This design comes from an exercise in tuning for small area on the open sky130 flow, not from production work. The flow treats the clock pin as an ideal source. Dropping or thinning the clock tree relies on that and would not hold on a real chip. No activity file was given, so power comes from the tool's default toggle rates.

Setup of alpha:
==> module sift_front_top, before the edit <==
module sift_front_top (
    input  wire logic clk_100mhz,
    input  wire logic sys_rst,
    input  wire logic uart_rxd_i,
    input  wire logic send_req_i,
    output logic      uart_txd_o,
    output logic      frame_loaded_o,
    output logic      pyramid_done_o,
    output logic      busy_o
);
    function automatic logic [5:0] lfsr(input logic [5:0] v);
        lfsr = {v[4:0], ~(v[5] ^ v[4])};
    endfunction
    function automatic logic [1:0] jstep(input logic [1:0] v);
        jstep = {v[0], ~v[1]};
    endfunction
    logic       rxd_meta, rxd_sync;
    logic [4:0] rph;
    logic [5:0] rbaud;
    logic [7:0] rsh;
    logic       rx_wait, rx_stop, rx_data;
    logic       r9, r33, r0;
    logic       rstep, rkill;
    logic       rx_ok;       
    assign rx_wait = !rph[4] && !rph[0];
    assign rx_stop =  rph[4] && !rph[3];
    assign rx_data = !rx_wait && !rx_stop;
    assign r9      = (rbaud == 6'd9);      
    assign r33     = (rbaud == 6'd33);     
    assign r0      = (rbaud == 6'd0);
    assign rx_ok   = rx_stop && r9 && rxd_sync;
    assign rstep   = rx_wait ? (r33 && !rxd_sync) : r9;
    assign rkill   = sys_rst || (rx_wait ? (r33 || (r0 && rxd_sync)) : r9);
    always_ff @(posedge clk_100mhz) begin
        rxd_meta <= uart_rxd_i || sys_rst;
        rxd_sync <= rxd_meta || sys_rst;
        rbaud    <= rkill ? 6'd0 : lfsr(rbaud);
        if (sys_rst)    rph <= '0;
        else if (rstep) rph <= {rph[3:0], !rph[4]};
        if (rx_data && r9) rsh <= {rxd_sync, rsh[7:1]};
    end
    logic [7:0] ring [16];
    logic [3:0] lo0, lo1;    
    logic [3:0] ph;          
    logic [1:0] py, px;      
    logic       pdy, pdx;    
    logic       xl, yl;
    logic       hit;
    logic       pend;        
    logic       first;       
    logic       last;        
    logic       wr;
    logic [9:0] acc;
    logic [9:0] sum;
    logic [10:0] cy;
    logic [7:0] newv;
    logic [7:0] opnd;
    assign hit   = (ph == {py, px});
    assign xl    = (px == 2'b10);
    assign yl    = (py == 2'b10);
    assign first = !pdy && !pdx;
    assign last  =  pdy &&  pdx;
    assign wr    = pend && hit && (!first || rx_data);
    assign opnd  = wr ? rsh : 8'd0;
    assign acc   = (first && wr) ? 10'd0 : {ring[0], lo1[0], lo0[0]};
    always_comb begin
        cy[0] = 1'b0;
        for (int i = 0; i < 10; i++) begin
            sum[i]  = acc[i] ^ (i < 8 ? opnd[i] : 1'b0) ^ cy[i];
            cy[i+1] = (acc[i] & (i < 8 ? opnd[i] : 1'b0)) | (cy[i] & (acc[i] ^ (i < 8 ? opnd[i] : 1'b0)));
        end
    end
    assign newv = sum[9:2];
    always_ff @(posedge clk_100mhz) begin
        for (int i = 0; i < 15; i++) ring[i] <= ring[i+1];
        ring[15] <= newv;
        lo0      <= {sum[0], lo0[3:1]};
        lo1      <= {sum[1], lo1[3:1]};
    end
    localparam logic [3:0] Q_STOP = 4'd9, Q_WA = 4'd12, Q_WB = 4'd13, Q_IDLE = 4'd14, Q_LEAD = 4'd15;
    logic [3:0] seq;
    logic [5:0] tb;
    logic       nb;
    logic       lastc;
    logic       term;
    logic       idle;
    assign lastc = xl && yl;
    assign idle  = (seq == Q_IDLE);
    assign term  = (tb == 6'd9 && (seq <= 4'd8 || seq == Q_WA)) ||
                   (seq == Q_LEAD && tb == 6'd3) ||
                   (seq == Q_STOP && tb == (lastc ? 6'd19 : 6'd38)) ||
                   (seq == Q_WB && tb == 6'd58);
    assign busy_o         = (seq <= Q_STOP) || (seq == Q_LEAD);
    assign frame_loaded_o = (seq == Q_WA) && (tb == 6'd1);
    assign pyramid_done_o = (seq == Q_WB) && term;
    always_ff @(posedge clk_100mhz) begin
        tb <= (sys_rst || idle || term) ? 6'd0 : lfsr(tb);
        if (sys_rst) begin
            seq        <= Q_IDLE;
            uart_txd_o <= 1'b1;
            ph         <= '0;
            py         <= '0;
            px         <= '0;
            pdy        <= 1'b0;
            pdx        <= 1'b0;
            pend       <= 1'b0;
        end else begin
            ph[1:0] <= jstep(ph[1:0]);
            if (ph[1:0] == 2'b10) ph[3:2] <= jstep(ph[3:2]);
            if (rx_ok) pend <= 1'b1;
            else if (wr) begin
                pend <= 1'b0;
                pdx  <= !pdx;
                if (pdx) begin
                    px <= jstep(px);
                    if (xl) begin
                        pdy <= !pdy;
                        if (pdy) py <= jstep(py);
                    end
                end
            end
            if (idle) begin
                if (send_req_i)                  seq <= Q_LEAD;
                else if (rx_ok && last && lastc) seq <= Q_WA;
            end else if (term) begin
                if (seq == Q_STOP)                    seq <= lastc ? Q_IDLE : 4'd0;
                else if (seq == Q_WB && send_req_i)   seq <= Q_LEAD;
                else                                  seq <= seq + 1'b1;
                if (busy_o) uart_txd_o <= (seq == Q_LEAD || (seq == Q_STOP && !lastc)) ? 1'b0 :
                                          (seq <= 4'd7) ? nb : 1'b1;
                if (seq == Q_STOP) begin
                    px         <= jstep(px);
                    if (xl) py <= jstep(py);
                end
            end
        end
    end
    always_ff @(posedge clk_100mhz) begin
        if (hit) nb <= ring[0][seq[2:0]];
    end
endmodule
==> flow/config.mk <==
export PLATFORM = sky130hd
export DESIGN_NAME = sift_front_top
export DESIGN_NICKNAME = sift_front_top
export VERILOG_FILES = /design/flow/design.v
export SDC_FILE = /design/flow/constraint.sdc
export NUM_CORES = 4
export LEC_CHECK = 0
export CAP_MARGIN = 20
export CORE_MARGIN = 2
export CORE_UTILIZATION = 50
export CTS_BUF_LIST = sky130_fd_sc_hd__clkbuf_8
export CTS_CLUSTER_DIAMETER = 100
export CTS_CLUSTER_SIZE = 30
export SLEW_MARGIN = 20
==> flow/constraint.sdc <==
create_clock -name core_clock -period 10.0 [get_ports {clk_100mhz}]
set_input_delay 2.0000 -clock core_clock [delete_from_list [all_inputs] [get_ports {clk_100mhz}]]
set_output_delay 2.0000 -clock core_clock [all_outputs]
set_load 0.01 [all_outputs]
standard.sh (not shown) runs the stock make flow with config.mk's settings and CLKGATE_MAP_FILE= SYNTH_SCRIPT=/design/flow/synth_recipe.tcl, a recipe that flattens the netlist after the stock synthesis.
==> flow/flow/run.sh <==
#!/bin/bash
# The standard layout (the standard.sh, standard synthesis unchanged), with:
# - after floorplan, the logic between the registers re-mapped for area (flow/restructure.tcl);
# - after clock tree synthesis, the clock tree replaced by a flat one (flow/cts_post.tcl): the
#   clock port drives a root clock inverter, which drives six leaf inverters, each driving the
#   flip-flops of one sixth of the placement; logic gates get their smallest drive;
# - port buffers of the smallest size.
set -euo pipefail
here=$(pwd)
export FLOW_DIR_OWN="$here/flow"
export POST_FLOORPLAN_TCL="$here/flow/restructure.tcl"
export POST_CTS_TCL="$here/flow/cts_post.tcl"
export CTS_ARGS="-sink_clustering_enable -repair_clock_nets -dont_use_dummy_load -buf_list sky130_fd_sc_hd__clkbuf_8"
export BUFFER_PORTS_ARGS="-buffer_cell sky130_fd_sc_hd__buf_1"
bash standard.sh > standard.log 2>&1
Other scripts of this flow, unchanged in this note and not shown: flow/flow/cts_post.tcl, flow/flow/filter_lib.py, flow/flow/restructure.tcl
> inputs changed (alpha -> beta)
-- flow/design.v --
<<< alpha, line 43
    end
    logic [7:0] ring [16];
    logic [3:0] lo0, lo1;    
    logic [3:0] ph;          
    logic [1:0] py, px;      
>>> beta, line 43
    end
    logic [7:0] ring [16];
    logic [3:0] ext;         
    logic       e2;          
    logic [3:0] ph;          
    logic [1:0] py, px;      
<<< alpha, line 65
    assign wr    = pend && hit && (!first || rx_data);
    assign opnd  = wr ? rsh : 8'd0;
    assign acc   = (first && wr) ? 10'd0 : {ring[0], lo1[0], lo0[0]};
    always_comb begin
        cy[0] = 1'b0;
>>> beta, line 66
    assign wr    = pend && hit && (!first || rx_data);
    assign opnd  = wr ? rsh : 8'd0;
    assign acc   = (first && wr) ? 10'd0 : {e2 && (last || !wr), ext[0], ring[0]};
    always_comb begin
        cy[0] = 1'b0;
<<< alpha, line 73
        end
    end
    assign newv = sum[9:2];
    always_ff @(posedge clk_100mhz) begin
        for (int i = 0; i < 15; i++) ring[i] <= ring[i+1];
        ring[15] <= newv;
        lo0      <= {sum[0], lo0[3:1]};
        lo1      <= {sum[1], lo1[3:1]};
    end
    localparam logic [3:0] Q_STOP = 4'd9, Q_WA = 4'd12, Q_WB = 4'd13, Q_IDLE = 4'd14, Q_LEAD = 4'd15;
>>> beta, line 74
        end
    end
    assign newv = (wr && last) ? sum[9:2] : sum[7:0];
    always_ff @(posedge clk_100mhz) begin
        for (int i = 0; i < 15; i++) ring[i] <= ring[i+1];
        ring[15] <= newv;
        ext      <= {sum[8], ext[3:1]};
        e2       <= sum[9];
    end
    localparam logic [3:0] Q_STOP = 4'd9, Q_WA = 4'd12, Q_WB = 4'd13, Q_IDLE = 4'd14, Q_LEAD = 4'd15;
beta: no failed stages, no open violations at the end. Compared with alpha, beta degrades core box area. Register-to-register setup slack delta (beta − alpha): unfavourable. Summary — post-route worst hold slack, beta relative to alpha: lower, by 0.0068 ns. Summary — net total in the final layout, beta relative to alpha: higher, by 3.3%. Of alpha and beta, the run reporting the higher portion of the clock cycle consumed by the worst path in the final layout was beta. The sum of met3 wire segment lengths after detailed routing of beta is higher than that of alpha. Sort alpha and beta by critical path data arrival time, ascending, and alpha comes first.
No functional check of the RTL was part of any run of this note. No run of this note takes its clock network from TritonCTS; it comes from the design's own scripts or RTL.


sift_front_top, a different RTL version from the one above (not shown whole).
Size: about 390 cells after synthesis, about 180 flip-flops, ~8 I/O pins, about 5200 sq um of cells after synthesis.
==> module sift_front_top, before the edit <==
module sift_front_top (
    input  wire logic clk_100mhz,
    input  wire logic sys_rst,
    input  wire logic uart_rxd_i,
    input  wire logic send_req_i,
    output logic      uart_txd_o,
    output logic      frame_loaded_o,
    output logic      pyramid_done_o,
    output logic      busy_o
);
    function automatic logic [5:0] lfsr(input logic [5:0] v);
        lfsr = {v[4:0], ~(v[5] ^ v[4])};
    endfunction
    function automatic logic [1:0] jstep(input logic [1:0] v);
        jstep = {v[0], ~v[1]};
    endfunction
    logic       rxd_meta, rxd_sync;
    logic [3:0] rph;
    logic [5:0] rbaud;
    logic [7:0] rsh;
    logic       rx_wait, rx_stop, rx_data;
    logic       r9, r33, r0;
    logic       rstep, rkill;
    logic       rx_ok;       
    assign rx_wait = (rph == 4'd9);
    assign rx_stop = (rph == 4'd8);
    assign rx_data = !rx_wait && !rx_stop;
    assign r9      = (rbaud == 6'd9);      
    assign r33     = (rbaud == 6'd33);     
    assign r0      = (rbaud == 6'd0);
    assign rx_ok   = rx_stop && r9 && rxd_sync;
    assign rstep   = rx_wait ? (r33 && !rxd_sync) : r9;
    assign rkill   = sys_rst || (rx_wait ? (r33 || (r0 && rxd_sync)) : r9);
    always_ff @(posedge clk_100mhz) begin
        rxd_meta <= uart_rxd_i || sys_rst;
        rxd_sync <= rxd_meta || sys_rst;
        rbaud    <= rkill ? 6'd0 : lfsr(rbaud);
        if (sys_rst)    rph <= 4'd9;
        else if (rstep) rph <= rx_stop ? 4'd9 : rx_wait ? 4'd0 : rph + 1'b1;
        if (rx_data && r9) rsh <= {rxd_sync, rsh[7:1]};
    end
    logic [7:0] ring [16];
    logic [3:0] lo0, lo1;    
    logic [3:0] ph;          
    logic [1:0] py, px;      
    logic       pdy, pdx;    
    logic       xl, yl;
    logic       hit;
    logic       pend;        
    logic       first;       
    logic       last;        
    logic       wr;
    logic [9:0] acc;
    logic [9:0] sum;
    logic [10:0] cy;
    logic [7:0] newv;
    logic [7:0] opnd;
    assign hit   = (ph == {py, px});
    assign xl    = (px == 2'b10);
    assign yl    = (py == 2'b10);
    assign first = !pdy && !pdx;
    assign last  =  pdy &&  pdx;
    assign wr    = pend && hit && (!first || rx_data);
    assign opnd  = wr ? rsh : 8'd0;
    assign acc   = (first && wr) ? 10'd0 : {ring[0], lo1[0], lo0[0]};
    always_comb begin
        cy[0] = 1'b0;
        for (int i = 0; i < 10; i++) begin
            sum[i]  = acc[i] ^ (i < 8 ? opnd[i] : 1'b0) ^ cy[i];
            cy[i+1] = (acc[i] & (i < 8 ? opnd[i] : 1'b0)) | (cy[i] & (acc[i] ^ (i < 8 ? opnd[i] : 1'b0)));
        end
    end
    assign newv = sum[9:2];
    always_ff @(posedge clk_100mhz) begin
        for (int i = 0; i < 15; i++) ring[i] <= ring[i+1];
        ring[15] <= newv;
        lo0      <= {sum[0], lo0[3:1]};
        lo1      <= {sum[1], lo1[3:1]};
    end
    localparam logic [3:0] Q_STOP = 4'd9, Q_WA = 4'd12, Q_WB = 4'd13, Q_IDLE = 4'd14, Q_LEAD = 4'd15;
    logic [3:0] seq;
    logic [5:0] tb;
    logic       nb;
    logic       lastc;
    logic       term;
    logic       idle;
    assign lastc = xl && yl;
    assign idle  = (seq == Q_IDLE);
    assign term  = (tb == 6'd9 && (seq <= 4'd8 || seq == Q_WA)) ||
                   (seq == Q_LEAD && tb == 6'd3) ||
                   (seq == Q_STOP && tb == (lastc ? 6'd19 : 6'd38)) ||
                   (seq == Q_WB && tb == 6'd58);
    assign busy_o         = (seq <= Q_STOP) || (seq == Q_LEAD);
    assign frame_loaded_o = (seq == Q_WA) && (tb == 6'd1);
    assign pyramid_done_o = (seq == Q_WB) && term;
    always_ff @(posedge clk_100mhz) begin
        tb <= (sys_rst || idle || term) ? 6'd0 : lfsr(tb);
        if (sys_rst) begin
            seq        <= Q_IDLE;
            uart_txd_o <= 1'b1;
            ph         <= '0;
            py         <= '0;
            px         <= '0;
            pdy        <= 1'b0;
            pdx        <= 1'b0;
            pend       <= 1'b0;
        end else begin
            ph[1:0] <= jstep(ph[1:0]);
            if (ph[1:0] == 2'b10) ph[3:2] <= jstep(ph[3:2]);
            if (rx_ok) pend <= 1'b1;
            else if (wr) begin
                pend <= 1'b0;
                pdx  <= !pdx;
                if (pdx) begin
                    px <= jstep(px);
                    if (xl) begin
                        pdy <= !pdy;
                        if (pdy) py <= jstep(py);
                    end
                end
            end
            if (idle) begin
                if (send_req_i)                  seq <= Q_LEAD;
                else if (rx_ok && last && lastc) seq <= Q_WA;
            end else if (term) begin
                if (seq == Q_STOP)                    seq <= lastc ? Q_IDLE : 4'd0;
                else if (seq == Q_WB && send_req_i)   seq <= Q_LEAD;
                else                                  seq <= seq + 1'b1;
                if (busy_o) uart_txd_o <= (seq == Q_LEAD || (seq == Q_STOP && !lastc)) ? 1'b0 :
                                          (seq <= 4'd7) ? nb : 1'b1;
                if (seq == Q_STOP) begin
                    px         <= jstep(px);
                    if (xl) py <= jstep(py);
                end
            end
        end
    end
    always_ff @(posedge clk_100mhz) begin
        if (hit) nb <= ring[0][seq[2:0]];
    end
endmodule
Settings: LEC_CHECK=0, CAP_MARGIN=20, CORE_MARGIN=2, CORE_UTILIZATION=50, CTS_BUF_LIST=sky130_fd_sc_hd__clkbuf_8, CTS_CLUSTER_DIAMETER=100, CTS_CLUSTER_SIZE=30, SLEW_MARGIN=20; clock period 10.0 ns.
Scripts as last shown in full above: flow/flow/run.sh
Other scripts of this flow, unchanged in this note and not shown: flow/flow/cts_post.tcl, flow/flow/filter_lib.py, flow/flow/restructure.tcl
Then changed:
--- a/flow/design.v
+++ b/flow/design.v
@@ -40,11 +40,12 @@
         if (sys_rst)    rph <= 4'd9;
         else if (rstep) rph <= rx_stop ? 4'd9 : rx_wait ? 4'd0 : rph + 1'b1;
         if (rx_data && r9) rsh <= {rxd_sync, rsh[7:1]};
     end
     logic [7:0] ring [16];
-    logic [3:0] lo0, lo1;    
+    logic [3:0] ext;         
+    logic       e2;          
     logic [3:0] ph;          
     logic [1:0] py, px;      
     logic       pdy, pdx;    
     logic       xl, yl;
     logic       hit;
@@ -62,24 +63,24 @@
     assign yl    = (py == 2'b10);
     assign first = !pdy && !pdx;
     assign last  =  pdy &&  pdx;
     assign wr    = pend && hit && (!first || rx_data);
     assign opnd  = wr ? rsh : 8'd0;
-    assign acc   = (first && wr) ? 10'd0 : {ring[0], lo1[0], lo0[0]};
+    assign acc   = (first && wr) ? 10'd0 : {e2 && last, ext[0], ring[0]};
     always_comb begin
         cy[0] = 1'b0;
         for (int i = 0; i < 10; i++) begin
             sum[i]  = acc[i] ^ (i < 8 ? opnd[i] : 1'b0) ^ cy[i];
             cy[i+1] = (acc[i] & (i < 8 ? opnd[i] : 1'b0)) | (cy[i] & (acc[i] ^ (i < 8 ? opnd[i] : 1'b0)));
         end
     end
-    assign newv = sum[9:2];
+    assign newv = (wr && last) ? sum[9:2] : sum[7:0];
     always_ff @(posedge clk_100mhz) begin
         for (int i = 0; i < 15; i++) ring[i] <= ring[i+1];
         ring[15] <= newv;
-        lo0      <= {sum[0], lo0[3:1]};
-        lo1      <= {sum[1], lo1[3:1]};
+        ext      <= {sum[8], ext[3:1]};
+        if (wr) e2 <= sum[9];
     end
     localparam logic [3:0] Q_STOP = 4'd9, Q_WA = 4'd12, Q_WB = 4'd13, Q_IDLE = 4'd14, Q_LEAD = 4'd15;
     logic [3:0] seq;
     logic [5:0] tb;
     logic       nb;
Effect: Synthesized area fell by about 0.64%; wire length barely changes; total power fell by about 2.3%; core utilization is about the same; flip-flop and latch count fell by 3; final area fell by 0.58%; clock power hardly moves; global-route usage is about the same; worst setup slack degrades by 0.55 ns; die area fell by about 0.6%.
No functional check of the RTL was part of any run of this note. In every run of this note, the design's own scripts or RTL, not TritonCTS, make the clock network.

[re-timing with driven ports]
The flow's constraints put no driver on any port. The routed layouts listed below were extracted and timed again, unchanged, in two steps. Step 1 (the two cells are an assumption about what drives the block):
set clk [get_ports {clk_100mhz}]
set_driving_cell -lib_cell sky130_fd_sc_hd__clkbuf_16 $clk
set_driving_cell -lib_cell sky130_fd_sc_hd__buf_2 [delete_from_list [all_inputs] $clk]
Step 2 also shifts input and output timing later by t, the mid clock arrival at the registers, as if the neighbouring blocks saw the same clock. Slacks: ideal / step 1 / step 2; pairs: ideal / step 1.
run | shift t [ns] | setup slack, ns | worst register clock-pin slew, ns | pins driven straight from the clock port
alpha | 0.325 | 5.843 / 5.843 / 5.843 | 0.11 / 0.11 | 1
beta | 0.327 | 4.711 / 4.711 / 4.711 | 0.12 / 0.12 | 1
the first run of note 2 | 0.327 | 5.240 / 5.240 / 5.240 | 0.11 / 0.11 | 1
the second run of note 2 | 0.319 | 4.690 / 4.690 / 4.690 | 0.11 / 0.11 | 1
After both steps every run listed still meets setup and hold.
